What follows belongs to an exercise in optimizing a design on an open flow for small area; a production flow would make more cautious choices.
Function was checked by simulation only, so behaviour that the tests miss may differ from the original. The flow treats the clock pin as an ideal source, which a real chip does not have.

==> exp/harbor <==
## peer_table_replay_filter_top
module peer_table_replay_filter_top #(
   parameter int PEER_SLOTS = ptrf_pkg::PEER_SLOTS_DEFAULT
) (
   input  logic                          clock,
   input  logic                          reset,
   input  logic                          csr_write_enable,
   input  logic                          csr_write_data,
   input  logic                          req_valid,
   output logic                          req_stall,
   input  logic [ptrf_pkg::MODE_W-1:0]   req_mode,
   input  logic [ptrf_pkg::MAC_W-1:0]    req_peer_mac,
   input  logic [ptrf_pkg::MEMBER_W-1:0] req_member_id,
   input  logic [ptrf_pkg::SEQ_W-1:0]    req_sequence_req,
   input  logic                          req_reset_window,
   output logic                          rsp_valid,
   input  logic                          rsp_stall,
   output logic [ptrf_pkg::STATUS_W-1:0] rsp_status,
   output logic                          rsp_found,
   output logic [ptrf_pkg::SLOT_W-1:0]   rsp_slot,
   output logic [ptrf_pkg::MAC_W-1:0]    rsp_found_mac
);
Settings: LEC_CHECK=0, CAP_MARGIN=20, CORE_MARGIN=2, CORE_UTILIZATION=50, GPL_TIMING_DRIVEN=0, SLEW_MARGIN=20; clock period 5.0 ns.
standard.sh (not shown) runs the stock make flow with config.mk's settings and CLKGATE_MAP_FILE= SYNTH_SCRIPT=/design/flow/synth_recipe.tcl, a recipe that flattens the netlist after the stock synthesis.
==> flow/flow/run.sh <==
#!/bin/bash
# Standard ORFS layout with three changes: the combinational cells of the
# standard synthesis are re-mapped for area by Yosys/ABC (flip-flops kept as
# the standard synthesis made them), port buffers use the smallest buffer
# cell, and the clock tree uses small buffers without dummy loads.
# Each tool's output goes to a log file here.
set -euo pipefail
export BUFFER_PORTS_ARGS="-buffer_cell sky130_fd_sc_hd__buf_1"
export CTS_ARGS="-sink_clustering_enable -repair_clock_nets -dont_use_dummy_load -buf_list sky130_fd_sc_hd__clkbuf_8 -sink_clustering_size 22 -sink_clustering_max_diameter 45"
R=orfs/results/${FLOW_PLATFORM}/peer_table_replay_filter_top/base
LIB=${FLOW_HOME}/platforms/${FLOW_PLATFORM}/lib/sky130_fd_sc_hd__tt_025C_1v80.lib
YOSYS=$(command -v yosys || echo "${FLOW_HOME}/../tools/install/yosys/bin/yosys")

bash standard.sh synth > standard_synth.log 2>&1
cp "$R/1_2_yosys.v" std_synth.v
sed -e "s#@LIB@#${LIB}#g" -e "s#@TOP@#${FLOW_TOP}#g" flow/remap.ys > remap.ys
"$YOSYS" -l remap.log -s remap.ys > /dev/null 2>&1
cp remapped.v "$R/1_2_yosys.v"
rm -f "$R/1_synth.odb" "$R/1_synth.sdc"
bash standard.sh > standard.log 2>&1
Other scripts of this flow, unchanged in this note and not shown: flow/flow/remap.ys
==> exp/delta (differences from exp/harbor) <==
--- a/flow/config.mk
+++ b/flow/config.mk
@@ -8,5 +8,5 @@
 export CAP_MARGIN = 20
 export CORE_MARGIN = 2
-export CORE_UTILIZATION = 50
+export CORE_UTILIZATION = 65
 export GPL_TIMING_DRIVEN = 0
 export SLEW_MARGIN = 20
==> flow_summary.toml <==
[routing]
via_per_inst = 4.70

[run_status]
status = "no timing/DRC/antenna violations"

[cells_and_area]
seq_share_pct = 82.9
multi_input_area_mm2 = 0.00132
area_growth_pct = 9.75
layout_common_cells = "731 x dfxtp_1, 153 x buf_1, 98 x nor2_1"

[worst_setup_path]
ff2ff_setup_slack_ns = 1.16

[die]
core_area_mm2 = 0.0245
nWellTaps = 324
die-area_mm2 = 0.0263

[timing]
setup_slack_ns = 1.04
clock.fmax_mhz = 253

[place]
placed_cells = 1514
placed_cell_area_mm2 = 0.0173
the above is filed under exp/delta

==> flow_summary.toml <==
[run_status]
status = "no timing/DRC/antenna violations"

[cells_and_area]
area_growth_pct = 10.9
seq_share_pct = 82.0

[routing]
via_per_inst = 4.36
met2WireLength_um = 7970

[die]
core_area_mm2 = 0.0323
die-area_mm2 = 0.0340
nWellTaps = 442

[place]
placed_cell_area_mm2 = 0.0174

[timing]
clock.fmax_mhz = 248

[worst_setup_path]
endpoint_kind = "output pin"
the above is filed under exp/harbor


==> try-maple <==
==> flow/design.v <==
`timescale 1ns / 1ps
`default_nettype none
package ptrf_pkg;
   localparam int PEER_SLOTS_DEFAULT = 8;
   localparam int MODE_W   = 2;
   localparam int MAC_W    = 48;
   localparam int MEMBER_W = 8;
   localparam int SEQ_W    = 32;
   localparam int STATUS_W = 3;
   localparam int SLOT_W   = 3;
   localparam logic [MODE_W-1:0] MODE_LEARN  = 2'd0;
   localparam logic [MODE_W-1:0] MODE_ACCEPT = 2'd1;
   localparam logic [MODE_W-1:0] MODE_LOOKUP = 2'd2;
   localparam logic [MODE_W-1:0] MODE_CLEAR  = 2'd3;
   localparam logic [STATUS_W-1:0] STATUS_OK          = 3'd0;
   localparam logic [STATUS_W-1:0] STATUS_MAC_REFUSED = 3'd1;
   localparam logic [STATUS_W-1:0] STATUS_UNKNOWN     = 3'd2;
   localparam logic [STATUS_W-1:0] STATUS_FULL        = 3'd3;
   localparam logic [STATUS_W-1:0] STATUS_STALE       = 3'd4;
   localparam logic [STATUS_W-1:0] STATUS_NO_MATCH    = 3'd5;
endpackage
`default_nettype wire
`timescale 1ns / 1ps
`default_nettype none
module ptrf_match (
   input  logic clock,
   input  logic restart,
   input  logic in_member,
   input  logic in_mac,
   input  logic in_seq,
   input  logic tap_bit,
   input  logic op_bit,
   output logic member_eq,
   output logic mac_eq,
   output logic seq_le
);
   logic member_eq_ff, mac_eq_ff, seq_le_ff;
   logic diff;
   assign diff = tap_bit ^ op_bit;
   always_ff @(posedge clock) begin
      if (restart) begin
         member_eq_ff <= 1'b1;
         mac_eq_ff    <= 1'b1;
         seq_le_ff    <= 1'b1;
      end else begin
         if (in_member && diff) member_eq_ff <= 1'b0;
         if (in_mac && diff)    mac_eq_ff    <= 1'b0;
         if (in_seq && diff)    seq_le_ff    <= tap_bit;
      end
   end
   assign member_eq = member_eq_ff;
   assign mac_eq    = mac_eq_ff;
   assign seq_le    = seq_le_ff;
endmodule
`default_nettype wire
`timescale 1ns / 1ps
`default_nettype none
module ptrf_store #(
   parameter int PEER_SLOTS = ptrf_pkg::PEER_SLOTS_DEFAULT,
   parameter int SLOT_BITS  = 89,
   parameter int WIN_LO     = 8,
   parameter int WIN_W      = ptrf_pkg::MAC_W
) (
   input  logic             clock,
   input  logic             wr_bit,
   output logic             head_bit,
   output logic             tap_bit,
   output logic [WIN_W-1:0] win
);
   localparam int RING = PEER_SLOTS * SLOT_BITS;
   logic [RING-1:0] ring_ff;
   always_ff @(posedge clock) begin
      ring_ff <= {wr_bit, ring_ff[RING-1:1]};
   end
   assign head_bit = ring_ff[0];
   assign tap_bit  = ring_ff[SLOT_BITS];
   assign win      = ring_ff[SLOT_BITS + WIN_W - 1 : SLOT_BITS];
endmodule
`default_nettype wire
`timescale 1ns / 1ps
`default_nettype none
module peer_table_replay_filter_top #(
   parameter int PEER_SLOTS = ptrf_pkg::PEER_SLOTS_DEFAULT
) (
   input  logic                          clock,
   input  logic                          reset,
   input  logic                          csr_write_enable,
   input  logic                          csr_write_data,
   input  logic                          req_valid,
   output logic                          req_stall,
   input  logic [ptrf_pkg::MODE_W-1:0]   req_mode,
   input  logic [ptrf_pkg::MAC_W-1:0]    req_peer_mac,
   input  logic [ptrf_pkg::MEMBER_W-1:0] req_member_id,
   input  logic [ptrf_pkg::SEQ_W-1:0]    req_sequence_req,
   input  logic                          req_reset_window,
   output logic                          rsp_valid,
   input  logic                          rsp_stall,
   output logic [ptrf_pkg::STATUS_W-1:0] rsp_status,
   output logic                          rsp_found,
   output logic [ptrf_pkg::SLOT_W-1:0]   rsp_slot,
   output logic [ptrf_pkg::MAC_W-1:0]    rsp_found_mac
);
   localparam int IDX_W     = ptrf_pkg::SLOT_W;
   localparam int MEM_LO    = 0;
   localparam int MAC_LO    = MEM_LO + ptrf_pkg::MEMBER_W;
   localparam int SEQ_LO    = MAC_LO + ptrf_pkg::MAC_W;
   localparam int VLD_BIT   = SEQ_LO + ptrf_pkg::SEQ_W;
   localparam int SLOT_BITS = VLD_BIT + 1;
   localparam int BIT_W     = $clog2(SLOT_BITS);
   logic [BIT_W-1:0]              bit_ff;
   logic [IDX_W-1:0]              slot_ff;
   logic                          init_ff;
   logic                          scan_ff;
   logic                          fin_ff;
   logic                          pass2_ff;
   logic                          provisioned_ff;
   logic                          pending_ff;
   logic [ptrf_pkg::STATUS_W-1:0] st_ff, st_in;
   logic                          fd_ff, fd_in;
   logic [IDX_W-1:0]              sl_ff;
   logic                          mo_n_ff, mo_in;
   logic                          head_bit, tap_bit, op_bit, st_bit, wr_bit;
   logic [ptrf_pkg::MAC_W-1:0]    win;
   logic [SLOT_BITS-1:0]          op_vec;
   logic                          first, last_bit, last_slot;
   logic                          in_member, in_mac, in_seq;
   logic                          member_eq, mac_eq, seq_le;
   logic                          decide, done, start;
   logic                          wr_macmem, wr_seq, clr_valid;
   assign first     = (bit_ff == '0);
   assign last_bit  = (bit_ff == BIT_W'(SLOT_BITS - 1));
   assign last_slot = (slot_ff == IDX_W'(PEER_SLOTS - 1));
   assign in_member = (bit_ff < BIT_W'(MAC_LO));
   assign in_mac    = (bit_ff >= BIT_W'(MAC_LO)) && (bit_ff < BIT_W'(SEQ_LO));
   assign in_seq    = (bit_ff >= BIT_W'(SEQ_LO)) && !last_bit;
   assign op_vec = {1'b0, req_sequence_req, req_peer_mac, req_member_id};
   assign op_bit = op_vec[bit_ff];
   assign st_bit = op_bit ^ in_mac;
   ptrf_store #(
      .PEER_SLOTS (PEER_SLOTS),
      .SLOT_BITS  (SLOT_BITS),
      .WIN_LO     (MAC_LO),
      .WIN_W      (ptrf_pkg::MAC_W)
   ) u_store (
      .clock    (clock),
      .wr_bit   (wr_bit),
      .head_bit (head_bit),
      .tap_bit  (tap_bit),
      .win      (win)
   );
   ptrf_match u_match (
      .clock     (clock),
      .restart   (last_bit),
      .in_member (in_member),
      .in_mac    (in_mac),
      .in_seq    (in_seq),
      .tap_bit   (tap_bit),
      .op_bit    (st_bit),
      .member_eq (member_eq),
      .mac_eq    (mac_eq),
      .seq_le    (seq_le)
   );
   assign start  = req_valid && !pending_ff && !init_ff && !scan_ff && !fin_ff &&
                   first && (slot_ff == '0);
   assign decide = scan_ff && last_bit;
   always_comb begin
      logic hit;
      logic valid_now;
      valid_now = tap_bit;
      done  = 1'b0;
      st_in = ptrf_pkg::STATUS_OK;
      fd_in = 1'b0;
      mo_in = 1'b0;
      hit   = 1'b0;
      case (req_mode)
         ptrf_pkg::MODE_LEARN: begin
            if (!pass2_ff) begin
               hit  = valid_now && (mac_eq || member_eq);
               done = hit || (last_slot && provisioned_ff);
               if (hit) begin
                  fd_in = 1'b1;
                  if (provisioned_ff && !mac_eq) begin
                     st_in = ptrf_pkg::STATUS_MAC_REFUSED;
                  end
               end else begin
                  st_in = ptrf_pkg::STATUS_UNKNOWN;
               end
            end else begin
               hit  = !valid_now;
               done = hit || last_slot;
               if (hit) begin
                  fd_in = 1'b1;
               end else begin
                  st_in = ptrf_pkg::STATUS_FULL;
               end
            end
         end
         ptrf_pkg::MODE_ACCEPT: begin
            hit  = valid_now && mac_eq;
            done = hit || last_slot;
            if (hit) begin
               fd_in = 1'b1;
               if (!req_reset_window && seq_le) begin
                  st_in = ptrf_pkg::STATUS_STALE;
               end
            end else begin
               st_in = ptrf_pkg::STATUS_NO_MATCH;
            end
         end
         ptrf_pkg::MODE_LOOKUP: begin
            hit  = valid_now && member_eq;
            done = hit || last_slot;
            if (hit) begin
               fd_in = 1'b1;
               mo_in = 1'b1;
            end else begin
               st_in = ptrf_pkg::STATUS_NO_MATCH;
            end
         end
         default: begin
            done = last_slot;
         end
      endcase
   end
   assign wr_macmem = fin_ff && (req_mode == ptrf_pkg::MODE_LEARN) && fd_ff &&
                      (st_ff == ptrf_pkg::STATUS_OK);
   assign wr_seq    = fin_ff && (req_mode == ptrf_pkg::MODE_ACCEPT) && fd_ff &&
                      (st_ff == ptrf_pkg::STATUS_OK);
   assign clr_valid = scan_ff && (req_mode == ptrf_pkg::MODE_CLEAR);
   always_comb begin
      wr_bit = head_bit;
      if (init_ff) begin
         wr_bit = 1'b0;
      end else if (last_bit) begin
         wr_bit = (head_bit || wr_macmem) && !clr_valid;
      end else if ((wr_macmem && (in_member || in_mac)) || (wr_seq && in_seq)) begin
         wr_bit = st_bit;
      end
   end
   assign req_stall = !(fin_ff && last_bit);
   always_ff @(posedge clock) begin
      if (reset) begin
         bit_ff         <= '0;
         slot_ff        <= '0;
         init_ff        <= 1'b1;
         scan_ff        <= 1'b0;
         fin_ff         <= 1'b0;
         pass2_ff       <= 1'b0;
         provisioned_ff <= 1'b0;
         pending_ff     <= 1'b0;
      end else begin
         if (last_bit) begin
            bit_ff  <= '0;
            slot_ff <= slot_ff + IDX_W'(1);
         end else begin
            bit_ff <= bit_ff + BIT_W'(1);
         end
         if (last_bit && last_slot) begin
            init_ff <= 1'b0;
         end
         if (start) begin
            scan_ff <= 1'b1;
         end else if (decide && done) begin
            scan_ff <= 1'b0;
            fin_ff  <= 1'b1;
         end else if (decide && last_slot) begin
            pass2_ff <= 1'b1;
         end
         if (fin_ff && last_bit) begin
            fin_ff   <= 1'b0;
            pass2_ff <= 1'b0;
         end
         if (csr_write_enable) begin
            provisioned_ff <= csr_write_data;
         end
         if (pending_ff) begin
            pending_ff <= !rsp_valid;
         end else begin
            pending_ff <= fin_ff && last_bit;
         end
      end
   end
   always_ff @(posedge clock) begin
      if (decide) begin
         st_ff <= st_in;
         fd_ff <= fd_in;
         sl_ff <= fd_in ? slot_ff : '0;
         mo_n_ff <= !mo_in;
      end
   end
   assign rsp_valid     = pending_ff && !rsp_stall &&
                          (mo_n_ff || ((slot_ff == sl_ff) && (bit_ff == BIT_W'(MAC_LO))));
   assign rsp_status    = st_ff;
   assign rsp_found     = fd_ff;
   assign rsp_slot      = sl_ff;
   assign rsp_found_mac = ~(win | {ptrf_pkg::MAC_W{mo_n_ff}});
endmodule
`default_nettype wire
==> flow/flow/run.sh <==
#!/bin/bash
# Standard ORFS layout, with port buffers of the smallest buffer cell and a
# clock tree of small buffers built without dummy loads. Each tool's output
# goes to a log here.
set -euo pipefail
export BUFFER_PORTS_ARGS="-buffer_cell sky130_fd_sc_hd__buf_1"
export CTS_ARGS="-sink_clustering_enable -repair_clock_nets -dont_use_dummy_load -buf_list sky130_fd_sc_hd__clkbuf_16 -sink_clustering_size 30 -sink_clustering_max_diameter 80"
bash standard.sh > standard.log 2>&1
==> flow/standard.sh <==
#!/bin/bash
# synth_recipe.tcl (not shown) runs the flow's synth.tcl, then flattens the netlist and writes it again
# the make line also repeats each setting of config.mk as NAME=value (left out here)
make -C /OpenROAD-flow-scripts/flow DESIGN_CONFIG=/design/flow/config.mk WORK_HOME=/design/flow/orfs CLKGATE_MAP_FILE= SYNTH_SCRIPT=/design/flow/synth_recipe.tcl "${@:-finish}"
==> flow/config.mk <==
export PLATFORM = sky130hd
export DESIGN_NAME = peer_table_replay_filter_top
export DESIGN_NICKNAME = peer_table_replay_filter_top
export VERILOG_FILES = /design/flow/design.v
export SDC_FILE = /design/flow/constraint.sdc
export NUM_CORES = 4
export LEC_CHECK = 0
export CAP_MARGIN = 20
export CORE_MARGIN = 2
export CORE_UTILIZATION = 60
export SLEW_MARGIN = 20
==> flow/constraint.sdc <==
create_clock -name core_clock -period 5.0 [get_ports {clock}]
set_input_delay 1.0000 -clock core_clock [delete_from_list [all_inputs] [get_ports {clock}]]
set_output_delay 1.0000 -clock core_clock [all_outputs]
set_load 0.01 [all_outputs]
==> inputs of try-onyx, as changes to try-maple <==
--- a/flow/design.v
+++ b/flow/design.v
@@ -107,6 +107,7 @@
    localparam int VLD_BIT   = SEQ_LO + ptrf_pkg::SEQ_W;
    localparam int SLOT_BITS = VLD_BIT + 1;
    localparam int BIT_W     = $clog2(SLOT_BITS);
+   localparam int OP_GROUPS = (SLOT_BITS - 1) / 8;
    logic [BIT_W-1:0]              bit_ff;
    logic [IDX_W-1:0]              slot_ff;
    logic                          init_ff;
@@ -121,20 +122,36 @@
    logic                          mo_n_ff, mo_in;
    logic                          head_bit, tap_bit, op_bit, st_bit, wr_bit;
    logic [ptrf_pkg::MAC_W-1:0]    win;
-   logic [SLOT_BITS-1:0]          op_vec;
+   logic [SLOT_BITS-2:0]          op_vec;
+   logic [7:0]                    sel_lo;
+   logic [OP_GROUPS:0]            sel_hi;
    logic                          first, last_bit, last_slot;
    logic                          in_member, in_mac, in_seq;
    logic                          member_eq, mac_eq, seq_le;
    logic                          decide, done, start;
    logic                          wr_macmem, wr_seq, clr_valid;
-   assign first     = (bit_ff == '0);
-   assign last_bit  = (bit_ff == BIT_W'(SLOT_BITS - 1));
+   always_comb begin
+      for (int i = 0; i < 8; i++) begin
+         sel_lo[i] = (bit_ff[2:0] == 3'(i));
+      end
+      for (int j = 0; j <= OP_GROUPS; j++) begin
+         sel_hi[j] = (bit_ff[BIT_W-1:3] == (BIT_W-3)'(j));
+      end
+   end
+   assign first     = sel_hi[0] && sel_lo[0];
+   assign last_bit  = sel_hi[OP_GROUPS];
    assign last_slot = (slot_ff == IDX_W'(PEER_SLOTS - 1));
-   assign in_member = (bit_ff < BIT_W'(MAC_LO));
-   assign in_mac    = (bit_ff >= BIT_W'(MAC_LO)) && (bit_ff < BIT_W'(SEQ_LO));
-   assign in_seq    = (bit_ff >= BIT_W'(SEQ_LO)) && !last_bit;
-   assign op_vec = {1'b0, req_sequence_req, req_peer_mac, req_member_id};
-   assign op_bit = op_vec[bit_ff];
+   assign in_member = sel_hi[0];
+   assign in_mac    = |sel_hi[SEQ_LO/8-1:MAC_LO/8];
+   assign in_seq    = |sel_hi[OP_GROUPS-1:SEQ_LO/8];
+   assign op_vec = {req_sequence_req, req_peer_mac, req_member_id};
+   always_comb begin
+      logic [OP_GROUPS-1:0] grp;
+      for (int j = 0; j < OP_GROUPS; j++) begin
+         grp[j] = |(op_vec[8*j +: 8] & sel_lo);
+      end
+      op_bit = |(grp & sel_hi[OP_GROUPS-1:0]);
+   end
    assign st_bit = op_bit ^ in_mac;
    ptrf_store #(
       .PEER_SLOTS (PEER_SLOTS),
@@ -289,7 +306,7 @@
       end
    end
    assign rsp_valid     = pending_ff && !rsp_stall &&
-                          (mo_n_ff || ((slot_ff == sl_ff) && (bit_ff == BIT_W'(MAC_LO))));
+                          (mo_n_ff || ((slot_ff == sl_ff) && sel_hi[MAC_LO/8] && sel_lo[0]));
    assign rsp_status    = st_ff;
    assign rsp_found     = fd_ff;
    assign rsp_slot      = sl_ff;
==> flow/flow/run.sh (replaced) <==
#!/bin/bash
# Standard ORFS layout, with port buffers of the smallest buffer cell and a
# clock tree of small buffers built without dummy loads. Each tool's output
# goes to a log here.
set -euo pipefail
export BUFFER_PORTS_ARGS="-buffer_cell sky130_fd_sc_hd__buf_1"
export CTS_ARGS="-sink_clustering_enable -repair_clock_nets -dont_use_dummy_load -buf_list sky130_fd_sc_hd__clkbuf_16 -sink_clustering_size 32 -sink_clustering_max_diameter 50"
bash standard.sh > standard.log 2>&1
- CORE_UTILIZATION: 60 -> 70
- PLACE_DENSITY: default -> 0.85
==> inputs of try-lagoon, as changes to try-maple <==
--- a/flow/design.v
+++ b/flow/design.v
@@ -107,6 +107,7 @@
    localparam int VLD_BIT   = SEQ_LO + ptrf_pkg::SEQ_W;
    localparam int SLOT_BITS = VLD_BIT + 1;
    localparam int BIT_W     = $clog2(SLOT_BITS);
+   localparam int OP_GROUPS = (SLOT_BITS - 1) / 8;
    logic [BIT_W-1:0]              bit_ff;
    logic [IDX_W-1:0]              slot_ff;
    logic                          init_ff;
@@ -121,20 +122,36 @@
    logic                          mo_n_ff, mo_in;
    logic                          head_bit, tap_bit, op_bit, st_bit, wr_bit;
    logic [ptrf_pkg::MAC_W-1:0]    win;
-   logic [SLOT_BITS-1:0]          op_vec;
+   logic [SLOT_BITS-2:0]          op_vec;
+   logic [7:0]                    sel_lo;
+   logic [OP_GROUPS:0]            sel_hi;
    logic                          first, last_bit, last_slot;
    logic                          in_member, in_mac, in_seq;
    logic                          member_eq, mac_eq, seq_le;
    logic                          decide, done, start;
    logic                          wr_macmem, wr_seq, clr_valid;
-   assign first     = (bit_ff == '0);
-   assign last_bit  = (bit_ff == BIT_W'(SLOT_BITS - 1));
+   always_comb begin
+      for (int i = 0; i < 8; i++) begin
+         sel_lo[i] = (bit_ff[2:0] == 3'(i));
+      end
+      for (int j = 0; j <= OP_GROUPS; j++) begin
+         sel_hi[j] = (bit_ff[BIT_W-1:3] == (BIT_W-3)'(j));
+      end
+   end
+   assign first     = sel_hi[0] && sel_lo[0];
+   assign last_bit  = sel_hi[OP_GROUPS];
    assign last_slot = (slot_ff == IDX_W'(PEER_SLOTS - 1));
-   assign in_member = (bit_ff < BIT_W'(MAC_LO));
-   assign in_mac    = (bit_ff >= BIT_W'(MAC_LO)) && (bit_ff < BIT_W'(SEQ_LO));
-   assign in_seq    = (bit_ff >= BIT_W'(SEQ_LO)) && !last_bit;
-   assign op_vec = {1'b0, req_sequence_req, req_peer_mac, req_member_id};
-   assign op_bit = op_vec[bit_ff];
+   assign in_member = sel_hi[0];
+   assign in_mac    = |sel_hi[SEQ_LO/8-1:MAC_LO/8];
+   assign in_seq    = |sel_hi[OP_GROUPS-1:SEQ_LO/8];
+   assign op_vec = {req_sequence_req, req_peer_mac, req_member_id};
+   always_comb begin
+      logic [OP_GROUPS-1:0] grp;
+      for (int j = 0; j < OP_GROUPS; j++) begin
+         grp[j] = |(op_vec[8*j +: 8] & sel_lo);
+      end
+      op_bit = |(grp & sel_hi[OP_GROUPS-1:0]);
+   end
    assign st_bit = op_bit ^ in_mac;
    ptrf_store #(
       .PEER_SLOTS (PEER_SLOTS),
@@ -289,7 +306,7 @@
       end
    end
    assign rsp_valid     = pending_ff && !rsp_stall &&
-                          (mo_n_ff || ((slot_ff == sl_ff) && (bit_ff == BIT_W'(MAC_LO))));
+                          (mo_n_ff || ((slot_ff == sl_ff) && sel_hi[MAC_LO/8] && sel_lo[0]));
    assign rsp_status    = st_ff;
    assign rsp_found     = fd_ff;
    assign rsp_slot      = sl_ff;
==> flow/flow/run.sh (replaced) <==
#!/bin/bash
# Standard ORFS layout, with port buffers of the smallest buffer cell and a
# clock tree of small buffers built without dummy loads. Each tool's output
# goes to a log here.
set -euo pipefail
export BUFFER_PORTS_ARGS="-buffer_cell sky130_fd_sc_hd__buf_1"
export CTS_ARGS="-sink_clustering_enable -repair_clock_nets -dont_use_dummy_load -buf_list sky130_fd_sc_hd__clkbuf_8 -sink_clustering_size 20 -sink_clustering_max_diameter 40"
bash standard.sh > standard.log 2>&1
==> inputs of try-raven, as changes to try-maple <==
--- a/flow/design.v
+++ b/flow/design.v
@@ -107,6 +107,7 @@
    localparam int VLD_BIT   = SEQ_LO + ptrf_pkg::SEQ_W;
    localparam int SLOT_BITS = VLD_BIT + 1;
    localparam int BIT_W     = $clog2(SLOT_BITS);
+   localparam int OP_GROUPS = (SLOT_BITS - 1) / 8;
    logic [BIT_W-1:0]              bit_ff;
    logic [IDX_W-1:0]              slot_ff;
    logic                          init_ff;
@@ -121,20 +122,36 @@
    logic                          mo_n_ff, mo_in;
    logic                          head_bit, tap_bit, op_bit, st_bit, wr_bit;
    logic [ptrf_pkg::MAC_W-1:0]    win;
-   logic [SLOT_BITS-1:0]          op_vec;
+   logic [SLOT_BITS-2:0]          op_vec;
+   logic [7:0]                    sel_lo;
+   logic [OP_GROUPS:0]            sel_hi;
    logic                          first, last_bit, last_slot;
    logic                          in_member, in_mac, in_seq;
    logic                          member_eq, mac_eq, seq_le;
    logic                          decide, done, start;
    logic                          wr_macmem, wr_seq, clr_valid;
-   assign first     = (bit_ff == '0);
-   assign last_bit  = (bit_ff == BIT_W'(SLOT_BITS - 1));
+   always_comb begin
+      for (int i = 0; i < 8; i++) begin
+         sel_lo[i] = (bit_ff[2:0] == 3'(i));
+      end
+      for (int j = 0; j <= OP_GROUPS; j++) begin
+         sel_hi[j] = (bit_ff[BIT_W-1:3] == (BIT_W-3)'(j));
+      end
+   end
+   assign first     = sel_hi[0] && sel_lo[0];
+   assign last_bit  = sel_hi[OP_GROUPS];
    assign last_slot = (slot_ff == IDX_W'(PEER_SLOTS - 1));
-   assign in_member = (bit_ff < BIT_W'(MAC_LO));
-   assign in_mac    = (bit_ff >= BIT_W'(MAC_LO)) && (bit_ff < BIT_W'(SEQ_LO));
-   assign in_seq    = (bit_ff >= BIT_W'(SEQ_LO)) && !last_bit;
-   assign op_vec = {1'b0, req_sequence_req, req_peer_mac, req_member_id};
-   assign op_bit = op_vec[bit_ff];
+   assign in_member = sel_hi[0];
+   assign in_mac    = |sel_hi[SEQ_LO/8-1:MAC_LO/8];
+   assign in_seq    = |sel_hi[OP_GROUPS-1:SEQ_LO/8];
+   assign op_vec = {req_sequence_req, req_peer_mac, req_member_id};
+   always_comb begin
+      logic [OP_GROUPS-1:0] grp;
+      for (int j = 0; j < OP_GROUPS; j++) begin
+         grp[j] = |(op_vec[8*j +: 8] & sel_lo);
+      end
+      op_bit = |(grp & sel_hi[OP_GROUPS-1:0]);
+   end
    assign st_bit = op_bit ^ in_mac;
    ptrf_store #(
       .PEER_SLOTS (PEER_SLOTS),
@@ -289,7 +306,7 @@
       end
    end
    assign rsp_valid     = pending_ff && !rsp_stall &&
-                          (mo_n_ff || ((slot_ff == sl_ff) && (bit_ff == BIT_W'(MAC_LO))));
+                          (mo_n_ff || ((slot_ff == sl_ff) && sel_hi[MAC_LO/8] && sel_lo[0]));
    assign rsp_status    = st_ff;
    assign rsp_found     = fd_ff;
    assign rsp_slot      = sl_ff;
==> flow/flow/run.sh (replaced) <==
#!/bin/bash
# Standard ORFS layout, with port buffers of the smallest buffer cell and a
# clock tree of small buffers built without dummy loads. Each tool's output
# goes to a log here.
set -euo pipefail
export BUFFER_PORTS_ARGS="-buffer_cell sky130_fd_sc_hd__buf_1"
export CTS_ARGS="-sink_clustering_enable -repair_clock_nets -dont_use_dummy_load -buf_list sky130_fd_sc_hd__clkbuf_8 -sink_clustering_size 24 -sink_clustering_max_diameter 45"
bash standard.sh > standard.log 2>&1
- PLACE_DENSITY: default -> 0.75
==> flow_summary.json <==
{
  "num_rows": 60,
  "vias": 7150,
  "syn_area_sq_um": 16600,
  "clock-root-buffer": "clkbuf_8",
  "p_comb_share_pct": 1.6,
  "status": "finished clean",
  "busiest_layer": "met1"
}
The numbers above come from try-lagoon.

==> flow_summary.json <==
{
  "status": "finished clean",
  "n_fill_cell": 1879,
  "num_rows": 60,
  "busiest_layer": "met1",
  "syn_area_sq_um": 16600,
  "slew_violations": 0,
  "vias": 7205,
  "p_comb_share_pct": 1.6,
  "power_frac_clock_pct": 27.9,
  "min_to": "u_store.ring_ff[617]"
}
The numbers above come from try-raven.

==> flow_summary.json <==
{
  "status": "finished clean",
  "busiest_layer": "met2",
  "vias": 7452,
  "clock-root-buffer": "clkbuf_16",
  "syn_area_sq_um": 16600,
  "num_rows": 56,
  "synth_area_per_cell_sq_um": 16.1,
  "inverters": 12,
  "p_comb_share_pct": 1.5
}
The numbers above come from try-onyx.

==> flow_summary.json <==
{
  "status": "finished clean",
  "num_rows": 61,
  "p_comb_share_pct": 1.4,
  "syn_area_sq_um": 16900,
  "fin_setup_tns_ps": 0,
  "clock-root-buffer": "clkbuf_16",
  "busiest_layer": "met1",
  "vias": 7061,
  "leakage_uw": 0.00714
}
The numbers above come from try-maple.

-- static timing again, ports no longer ideal --
How much do the figures lean on ideal ports? The routed layouts below were timed once more, with nothing changed but the port constraints.
Step 1 assumes that a clkbuf_16 drives the clock port and a buf_2 every other input.
Step 2, shift: input delay + t, output delay - t, t = (earliest + latest rising clock arrival at the registers) / 2. This alone moves slack from input paths to output paths.
a / b / c = no drivers / after step 1 / after step 2; a / b = the first two.
run | t, ns | slack for setup (ns) | cell pins on the clock port's net
exp/harbor | 0.588 | 0.966 / 0.921 / 1.083 | 1
exp/delta | 0.592 | 1.043 / 1.001 / 1.162 | 1
try-maple | 0.600 | 1.583 / 1.534 / 2.091 | 1
try-onyx | 0.549 | 1.351 / 1.301 / 1.686 | 1
try-lagoon | 0.585 | 1.329 / 1.284 / 1.869 | 1
try-raven | 0.584 | 1.278 / 1.236 / 1.819 | 1
After both steps every run listed still meets setup and hold.
